From an optimization exercise on the open Yosys and OpenROAD flow, aimed at small area; shortcuts taken in it are not production practice. In this exercise RTL edits were held to simulation tests only and were not proved equivalent to the original. Power and IR drop assume default switching activity.

// bus_sniffer
module bus_sniffer (
  input  logic                clk_i,
  input  logic                rst_ni,
  input  logic                instr_req_i,
  input  sniffer_pkg::addr_t  instr_addr_i,
  input  sniffer_pkg::data_t  instr_wdata_i,
  input  sniffer_pkg::be_t    instr_be_i,
  input  logic                instr_we_i,
  input  logic                instr_rvalid_i,
  input  sniffer_pkg::data_t  instr_rdata_i,
  input  logic                instr_gnt_i,
  input  logic                data_req_i,
  input  sniffer_pkg::addr_t  data_addr_i,
  input  sniffer_pkg::data_t  data_wdata_i,
  input  sniffer_pkg::be_t    data_be_i,
  input  logic                data_we_i,
  input  logic                data_rvalid_i,
  input  sniffer_pkg::data_t  data_rdata_i,
  input  logic                data_gnt_i,
  output logic                sniffer_tdo_o,
  output logic                sniffer_valid_o
);
Size in the first run: ~3,700 cells after synthesis.
==> module frame_fifo, before the edit <==
module frame_fifo #(
  parameter int Depth = 16
) (
  input  logic                clk_i,
  input  logic                rst_ni,
  input  logic                push_i,
  input  sniffer_pkg::entry_t entry_i,
  input  logic                pop_i,       
  input  logic                release_i,   
  input  logic                release_next_i,   
  input  logic                shift_i,     
  input  logic                shift_next_i,     
  output logic                load0_o,     
  output sniffer_pkg::entry_t head_o,      
  output logic                head_bit_o,  
  output logic                empty_o
);
  localparam int Slots = Depth + 1;
  localparam int W     = sniffer_pkg::EntryW;
  localparam int CntW  = $clog2(Depth) + 1;
  localparam int LoW   = 12;
  localparam int SerW  = 4 + 32 + 32 + LoW - 1;
  logic [CntW-1:0]  count_q;   
  logic             full;
  logic             push_ok;
  logic [Slots-1:0] valid_q;   
  logic [Slots-1:0] load;      
  logic [Slots-1:0] valid_in;  
  logic [Slots-1:0] valid_d;
  logic [Slots-1:0] stuck_d;   
  logic [Slots-1:0] load_q;    
  logic [Slots-1:0][W-1:0] slot_q;
  logic [Slots-1:0][W-1:0] slot_in;
  logic             hold_q;    
  sniffer_pkg::entry_t top_q, top_in;
  logic [SerW-1:0]  ser_q, ser_in, ser_next;   
  assign full    = (count_q == CntW'(Depth));
  assign push_ok = push_i && !full;
  assign empty_o = (count_q == '0);
  always_ff @(posedge clk_i or negedge rst_ni) begin
    if (!rst_ni) begin
      count_q <= '0;
    end else begin
      case ({push_ok, pop_i})
        2'b10:   count_q <= count_q + 1'b1;
        2'b01:   count_q <= count_q - 1'b1;
        default: count_q <= count_q;   
      endcase
    end
  end
  always_comb begin
    load[Slots-1] = !valid_q[Slots-1] || release_i;
    for (int k = Slots - 2; k >= 0; k--) begin
      load[k] = !valid_q[k] || load[k+1];
    end
  end
  assign valid_in = {valid_q[Slots-2:0], push_ok};
  assign slot_in  = {slot_q[Slots-2:0], entry_i};
  assign load0_o  = load[0];
  always_comb begin
    for (int k = 0; k < Slots; k++) begin
      valid_d[k] = load[k] ? valid_in[k] : valid_q[k];
    end
    stuck_d[Slots-1] = valid_d[Slots-1] && !release_next_i;
    for (int k = Slots - 2; k >= 0; k--) begin
      stuck_d[k] = valid_d[k] && stuck_d[k+1];
    end
  end
  always_ff @(posedge clk_i or negedge rst_ni) begin
    if (!rst_ni) begin
      valid_q <= '0;
      load_q  <= '1;
      hold_q  <= 1'b0;
    end else begin
      valid_q <= valid_d;
      load_q  <= ~stuck_d;
      hold_q  <= stuck_d[Slots-1] && !shift_next_i;
    end
  end
  for (genvar k = 0; k < Slots - 1; k++) begin : g_slot
    always_ff @(posedge clk_i) begin
      if (k == 0) begin
        slot_q[k][W-1:1] <= ~(slot_in[k][W-1:1] | ({(W-1){!load_q[k]}} & slot_q[k][W-1:1]));
        slot_q[k][0]     <= slot_in[k][0] | (!load_q[k] & slot_q[k][0]);
      end else begin
        slot_q[k][W-1:1] <= ~(({(W-1){!load[k]}} | slot_in[k][W-1:1]) &
                              ({(W-1){load_q[k]}} | slot_q[k][W-1:1]));
        slot_q[k][0]     <= (!load[k] | slot_in[k][0]) & (load_q[k] | slot_q[k][0]);
      end
    end
  end
  assign top_in   = slot_in[Slots-1];
  assign ser_in   = {top_in.ts_lo[LoW-1:1], top_in.addr, top_in.data, top_in.be};
  assign ser_q    = {top_q.ts_lo[LoW-1:1], top_q.addr, top_q.data, top_q.be};
  assign ser_next = {1'b0, ser_q[SerW-1:1]};
  always_ff @(posedge clk_i) begin
    {top_q.req, top_q.id1, top_q.we_gnt} <=
      ~(({3{!load[Slots-1]}} | {top_in.req, top_in.id1, top_in.we_gnt}) &
        ({3{load_q[Slots-1]}} | {top_q.req, top_q.id1, top_q.we_gnt}));
    top_q.ts_lo[0] <= (!load[Slots-1] | top_in.ts_lo[0]) & (load_q[Slots-1] | top_q.ts_lo[0]);
    {top_q.ts_lo[LoW-1:1], top_q.addr, top_q.data, top_q.be} <=
      ~(({SerW{load[Slots-1]}} & ser_in) | ({SerW{shift_i}} & ser_next) |
        ({SerW{hold_q}} & ser_q));
  end
  assign slot_q[Slots-1] = top_q;
  assign head_o     = top_q;
  assign head_bit_o = ser_q[0];
endmodule
==> flow/config.mk <==
export PLATFORM = sky130hd
export DESIGN_NAME = bus_sniffer
export DESIGN_NICKNAME = bus_sniffer
export VERILOG_FILES = /design/flow/design.v
export SDC_FILE = /design/flow/constraint.sdc
export NUM_CORES = 4
export LEC_CHECK = 0
export CAP_MARGIN = 20
export CORE_MARGIN = 2
export CORE_UTILIZATION = 72
export CTS_BUF_LIST = sky130_fd_sc_hd__clkbuf_4 sky130_fd_sc_hd__clkbuf_8
export CTS_CLUSTER_DIAMETER = 60
export CTS_CLUSTER_SIZE = 20
export PLACE_DENSITY = 0.8
export SLEW_MARGIN = 20
==> flow/constraint.sdc <==
create_clock -name core_clock -period 5.0 [get_ports {clk_i}]
set_input_delay 1.0000 -clock core_clock [delete_from_list [all_inputs] [get_ports {clk_i}]]
set_output_delay 1.0000 -clock core_clock [all_outputs]
set_load 0.01 [all_outputs]
standard.sh (not shown) runs the stock make flow with config.mk's settings and CLKGATE_MAP_FILE= SYNTH_SCRIPT=/design/flow/synth_recipe.tcl, a recipe that flattens the netlist after the stock synthesis.
==> flow/flow/run.sh <==
#!/bin/bash
# The standard layout (the standard.sh: standard synthesis, floorplan,
# power grid, placement, CTS, routing), with options the flow settings
# cannot reach:
#  - port buffers are the smallest buffer, buf_1, instead of the delay cell
#    buffer_ports picks by default (every port still gets its own buffer)
#  - CTS (same clustering and buffers as config.mk's CTS settings) without
#    dummy loads; the tree is still an H-tree balanced by CTS
# Each tool's output goes to the ORFS logs under orfs/logs/; make's own
# output is kept in flow_make.log here.
set -euo pipefail
cd "$(dirname "$0")/.."
export CTS_ARGS="-sink_clustering_enable -repair_clock_nets -dont_use_dummy_load -sink_clustering_size 20 -sink_clustering_max_diameter 60 -buf_list {sky130_fd_sc_hd__clkbuf_4 sky130_fd_sc_hd__clkbuf_8}"
export BUFFER_PORTS_ARGS="-buffer_cell sky130_fd_sc_hd__buf_1"
bash standard.sh finish > flow_make.log 2>&1
Change:
--- a/flow/design.v
+++ b/flow/design.v
@@ -119,8 +119,9 @@
   logic [Slots-1:0] valid_in;  
   logic [Slots-1:0] valid_d;
   logic [Slots-1:0] stuck_d;   
   logic [Slots-1:0] load_q;    
+  logic [Slots-1:0] take_new;
   logic [Slots-1:0][W-1:0] slot_q;
   logic [Slots-1:0][W-1:0] slot_in;
   logic             hold_q;    
   sniffer_pkg::entry_t top_q, top_in;
@@ -167,17 +168,18 @@
       load_q  <= ~stuck_d;
       hold_q  <= stuck_d[Slots-1] && !shift_next_i;
     end
   end
+  assign take_new = load & valid_in;
   for (genvar k = 0; k < Slots - 1; k++) begin : g_slot
     always_ff @(posedge clk_i) begin
       if (k == 0) begin
         slot_q[k][W-1:1] <= ~(slot_in[k][W-1:1] | ({(W-1){!load_q[k]}} & slot_q[k][W-1:1]));
         slot_q[k][0]     <= slot_in[k][0] | (!load_q[k] & slot_q[k][0]);
       end else begin
         slot_q[k][W-1:1] <= ~(({(W-1){!load[k]}} | slot_in[k][W-1:1]) &
-                              ({(W-1){load_q[k]}} | slot_q[k][W-1:1]));
-        slot_q[k][0]     <= (!load[k] | slot_in[k][0]) & (load_q[k] | slot_q[k][0]);
+                              ({(W-1){take_new[k]}} | slot_q[k][W-1:1]));
+        slot_q[k][0]     <= (!load[k] | slot_in[k][0]) & (take_new[k] | slot_q[k][0]);
       end
     end
   end
   assign top_in   = slot_in[Slots-1];
Core utilization hardly moves.
Wire length increases by 7.0%.
Power rose by 9.9%.
Fmax came out higher by 3.5%.
Critical path depth falls by 2.
First-iteration DRC count rose by 40%.
Via count goes up by 2.8%.
Clock power hardly moves.

---

bus_sniffer, a different RTL version from the one above (not shown whole).
For scale: about 3900 cells after synthesis, roughly 1500 flip-flops, about 0.048 mm^2 of cells after synthesis.
==> module frame_fifo, before the edit <==
module frame_fifo #(
  parameter int Depth = 16
) (
  input  logic                clk_i,
  input  logic                rst_ni,
  input  logic                push_i,
  input  sniffer_pkg::entry_t entry_i,
  input  logic                pop_i,       
  input  logic                release_i,   
  input  logic                release_next_i,   
  output sniffer_pkg::entry_t head_o,      
  output logic                empty_o
);
  localparam int Slots = Depth + 1;
  localparam int W     = sniffer_pkg::EntryW;
  localparam int CntW  = $clog2(Depth) + 1;
  logic [CntW-1:0]  count_q;   
  logic             full;
  logic             push_ok;
  logic [Slots-1:0] valid_q;   
  logic [Slots-1:0] load;      
  logic [Slots-1:0] valid_in;  
  logic [Slots-1:0] valid_d;
  logic [Slots-1:0] stuck_d;   
  logic [Slots-1:0] keep_q;    
  logic [Slots-1:0][W-1:0] slot_q;
  logic [Slots-1:0][W-1:0] slot_in;
  assign full    = (count_q == CntW'(Depth));
  assign push_ok = push_i && !full;
  assign empty_o = (count_q == '0);
  always_ff @(posedge clk_i or negedge rst_ni) begin
    if (!rst_ni) begin
      count_q <= '0;
    end else begin
      case ({push_ok, pop_i})
        2'b10:   count_q <= count_q + 1'b1;
        2'b01:   count_q <= count_q - 1'b1;
        default: count_q <= count_q;   
      endcase
    end
  end
  always_comb begin
    load[Slots-1] = !valid_q[Slots-1] || release_i;
    for (int k = Slots - 2; k >= 0; k--) begin
      load[k] = !valid_q[k] || load[k+1];
    end
  end
  assign valid_in = {valid_q[Slots-2:0], push_ok};
  assign slot_in  = {slot_q[Slots-2:0], entry_i};
  always_comb begin
    for (int k = 0; k < Slots; k++) begin
      valid_d[k] = load[k] ? valid_in[k] : valid_q[k];
    end
    stuck_d[Slots-1] = valid_d[Slots-1] && !release_next_i;
    for (int k = Slots - 2; k >= 0; k--) begin
      stuck_d[k] = valid_d[k] && stuck_d[k+1];
    end
  end
  always_ff @(posedge clk_i or negedge rst_ni) begin
    if (!rst_ni) begin
      valid_q <= '0;
      keep_q  <= '0;
    end else begin
      valid_q <= valid_d;
      keep_q  <= stuck_d;
    end
  end
  for (genvar k = 0; k < Slots; k++) begin : g_slot
    always_ff @(posedge clk_i) begin
      slot_q[k] <= ({W{load[k]}} & slot_in[k]) | ({W{keep_q[k]}} & slot_q[k]);
    end
  end
  assign head_o = slot_q[Slots-1];
endmodule
==> module frame_serializer, before the edit <==
module frame_serializer (
  input  logic                clk_i,
  input  logic                rst_ni,
  input  logic                empty_i,
  input  sniffer_pkg::entry_t entry_i,     
  input  sniffer_pkg::ts_t    ts_i,        
  output logic                pop_o,
  output logic                release_o,   
  output logic                release_next_o,   
  output logic                sniffer_tdo_o,
  output logic                sniffer_valid_o
);
  localparam int CntW  = $clog2(128);
  localparam int LoW   = 12;
  localparam int HiW   = 32 - LoW;
  localparam int HiPos = 88 + LoW;   
  logic            busy_q;      
  logic [CntW-1:0] bit_cnt_q;   
  logic            tdo_q;
  logic            valid_q;
  logic            wrapped;
  logic            lo_wrap;
  logic            hi_win;
  logic            borrow_q;    
  logic            ones_q;      
  logic [128-1:0] frame;
  logic            mask;
  logic            frame_bit;
  function automatic logic below(input logic [LoW-1:0] a, input logic [LoW-1:0] b);
    logic lt;
    lt = 1'b0;
    for (int i = 0; i < LoW; i++) begin
      lt = (a[i] ^ b[i]) ? b[i] : lt;
    end
    below = lt;
  endfunction
  assign pop_o     = !busy_q && !empty_i;   
  assign release_o = busy_q && (bit_cnt_q == CntW'(122));   
  assign release_next_o = busy_q && (bit_cnt_q == CntW'(121));
  assign wrapped = below(ts_i[LoW-1:0], entry_i.ts_lo);
  assign lo_wrap = &ts_i[LoW-1:0];   
  assign hi_win  = (bit_cnt_q >= CntW'(HiPos)) && (bit_cnt_q < CntW'(HiPos + HiW));
  always_ff @(posedge clk_i) begin
    if (!hi_win) begin
      borrow_q <= lo_wrap || wrapped;
      ones_q   <= 1'b1;
    end else begin
      borrow_q <= lo_wrap ? (ones_q && frame_bit) : (borrow_q && !frame_bit);
      ones_q   <= ones_q && frame_bit;
    end
  end
  assign frame = {5'b0, !(entry_i.req || entry_i.id1), entry_i.id1, entry_i.req,
                  ts_i[32-1:LoW], entry_i.ts_lo,
                  entry_i.addr,
                  entry_i.data,
                  entry_i.be,
                  entry_i.req && entry_i.we_gnt,
                  1'b1,
                  entry_i.req || entry_i.we_gnt,
                  17'b0};
  assign mask = !entry_i.req &&
                ((bit_cnt_q >= CntW'(20) && bit_cnt_q < CntW'(24)) ||
                 (bit_cnt_q >= CntW'(56) && bit_cnt_q < CntW'(88)));
  logic [31:0] sel1;
  logic [7:0]  sel2;
  logic [1:0]  sel3;
  always_comb begin
    for (int g = 0; g < 32; g++) sel1[g] = frame[4*g + bit_cnt_q[1:0]];
    for (int g = 0; g < 8; g++)  sel2[g] = sel1[4*g + bit_cnt_q[3:2]];
    for (int g = 0; g < 2; g++)  sel3[g] = sel2[4*g + bit_cnt_q[5:4]];
  end
  assign frame_bit = sel3[bit_cnt_q[6]];
  always_ff @(posedge clk_i or negedge rst_ni) begin
    if (!rst_ni) begin
      busy_q  <= 1'b0;
      tdo_q   <= 1'b0;
      valid_q <= 1'b0;
    end else begin
      if (pop_o) begin
        busy_q <= 1'b1;
      end else if (bit_cnt_q == CntW'(128 - 1)) begin
        busy_q <= 1'b0;
      end
      tdo_q   <= busy_q && ((frame_bit && !mask) ^ (hi_win && borrow_q));   
      valid_q <= busy_q;
    end
  end
  always_ff @(posedge clk_i) begin
    if (busy_q) begin
      bit_cnt_q <= bit_cnt_q + 1'b1;   
    end else begin
      bit_cnt_q <= '0;
    end
  end
  assign sniffer_tdo_o   = tdo_q;
  assign sniffer_valid_o = valid_q;
endmodule
Settings: LEC_CHECK=0, CAP_MARGIN=20, CORE_MARGIN=2, CORE_UTILIZATION=65, CTS_BUF_LIST=sky130_fd_sc_hd__clkbuf_4 sky130_fd_sc_hd__clkbuf_8, CTS_CLUSTER_DIAMETER=60, CTS_CLUSTER_SIZE=20, PLACE_DENSITY=0.75, SLEW_MARGIN=20; clock period 5.0 ns.
Scripts as last shown in full above: flow/flow/run.sh
The baseline went through all stages and came out clean.
Change:
--- a/flow/design.v
+++ b/flow/design.v
@@ -110,5 +110,5 @@
   logic [Slots-1:0] valid_d;
   logic [Slots-1:0] stuck_d;   
-  logic [Slots-1:0] keep_q;    
+  logic [Slots-1:0] load_q;    
   logic [Slots-1:0][W-1:0] slot_q;
   logic [Slots-1:0][W-1:0] slot_in;
@@ -147,13 +147,15 @@
     if (!rst_ni) begin
       valid_q <= '0;
-      keep_q  <= '0;
+      load_q  <= '1;
     end else begin
       valid_q <= valid_d;
-      keep_q  <= stuck_d;
+      load_q  <= ~stuck_d;
     end
   end
   for (genvar k = 0; k < Slots; k++) begin : g_slot
     always_ff @(posedge clk_i) begin
-      slot_q[k] <= ({W{load[k]}} & slot_in[k]) | ({W{keep_q[k]}} & slot_q[k]);
+      slot_q[k][W-1:1] <= ~(({(W-1){!load[k]}} | slot_in[k][W-1:1]) &
+                            ({(W-1){load_q[k]}} | slot_q[k][W-1:1]));
+      slot_q[k][0]     <= (!load[k] | slot_in[k][0]) & (load_q[k] | slot_q[k][0]);
     end
   end
@@ -187,4 +189,10 @@
   logic [128-1:0] frame;
   logic            mask;
+  logic            inv_i;       
+  logic            stored;      
+  logic            req;         
+  logic            id1;
+  logic            we_gnt;
+  logic [LoW-1:0]  ts_lo;
   logic            frame_bit;
   function automatic logic below(input logic [LoW-1:0] a, input logic [LoW-1:0] b);
@@ -199,5 +207,10 @@
   assign release_o = busy_q && (bit_cnt_q == CntW'(122));   
   assign release_next_o = busy_q && (bit_cnt_q == CntW'(121));
-  assign wrapped = below(ts_i[LoW-1:0], entry_i.ts_lo);
+  assign inv_i   = ts_i[0] ^ entry_i.ts_lo[0];
+  assign req     = entry_i.req ^ inv_i;
+  assign id1     = entry_i.id1 ^ inv_i;
+  assign we_gnt  = entry_i.we_gnt ^ inv_i;
+  assign ts_lo   = {entry_i.ts_lo[LoW-1:1] ^ {(LoW-1){inv_i}}, entry_i.ts_lo[0]};
+  assign wrapped = below(ts_i[LoW-1:0], ts_lo);
   assign lo_wrap = &ts_i[LoW-1:0];   
   assign hi_win  = (bit_cnt_q >= CntW'(HiPos)) && (bit_cnt_q < CntW'(HiPos + HiW));
@@ -211,14 +224,16 @@
     end
   end
-  assign frame = {5'b0, !(entry_i.req || entry_i.id1), entry_i.id1, entry_i.req,
+  assign frame = {5'b0, !(req || id1), id1, req,
                   ts_i[32-1:LoW], entry_i.ts_lo,
                   entry_i.addr,
                   entry_i.data,
                   entry_i.be,
-                  entry_i.req && entry_i.we_gnt,
+                  req && we_gnt,
                   1'b1,
-                  entry_i.req || entry_i.we_gnt,
+                  req || we_gnt,
                   17'b0};
-  assign mask = !entry_i.req &&
+  assign stored = (bit_cnt_q >= CntW'(20)) && (bit_cnt_q < CntW'(88)) ||
+                  (bit_cnt_q > CntW'(88)) && (bit_cnt_q < CntW'(HiPos));
+  assign mask = !req &&
                 ((bit_cnt_q >= CntW'(20) && bit_cnt_q < CntW'(24)) ||
                  (bit_cnt_q >= CntW'(56) && bit_cnt_q < CntW'(88)));
@@ -243,5 +258,5 @@
         busy_q <= 1'b0;
       end
-      tdo_q   <= busy_q && ((frame_bit && !mask) ^ (hi_win && borrow_q));   
+      tdo_q   <= busy_q && (((frame_bit ^ (stored && inv_i)) && !mask) ^ (hi_win && borrow_q));
       valid_q <= busy_q;
     end
Total power goes down by a few percent.
Count of clock-buffer cells in the layout goes down by 1.
Sequential power goes up by a few percent.
Via count goes up by a few percent.
Cell area goes down by a few percent.
Fmax goes up by roughly a tenth.
Non-clock buffer count goes up by 3.

what the ideal ports hide:
In the flow no input, the clock included, has a driving cell. The finished layouts below were timed again as built, in two steps.
Step 1: set_driving_cell puts a clkbuf_16 on clk_i and a buf_2 on each other input, an assumption about the parent block.
Step 2 times the ports against the registers' clock, not the clock port: input delays grow and output delays shrink by t, the midpoint of the rising clock arrivals with the driver on.
Three values: ideal, step 1, step 2; two values: the first two.
run | t, ns | setup slack, ns | hold slack, ns | worst setup path after step 2
the first run of note 1 | 0.738 | 0.976 / 0.976 / 0.976 | 0.402 / 0.361 / 0.429 | register to register
the second run of note 1 | 0.738 | 1.113 / 1.113 / 1.113 | 0.425 / 0.413 / 0.425 | register to register
the first run of note 2 | 0.750 | 1.181 / 1.181 / 1.181 | 0.137 / 0.099 / 0.441 | register to register
the second run of note 2 | 0.748 | 1.566 / 1.566 / 1.402 | 0.345 / 0.310 / 0.387 | input to register
After both steps every run listed still meets setup and hold. For the second run of note 2, which loses most, drivers alone change the setup slack by 0.000 ns; drivers and shift together by -0.164 ns.
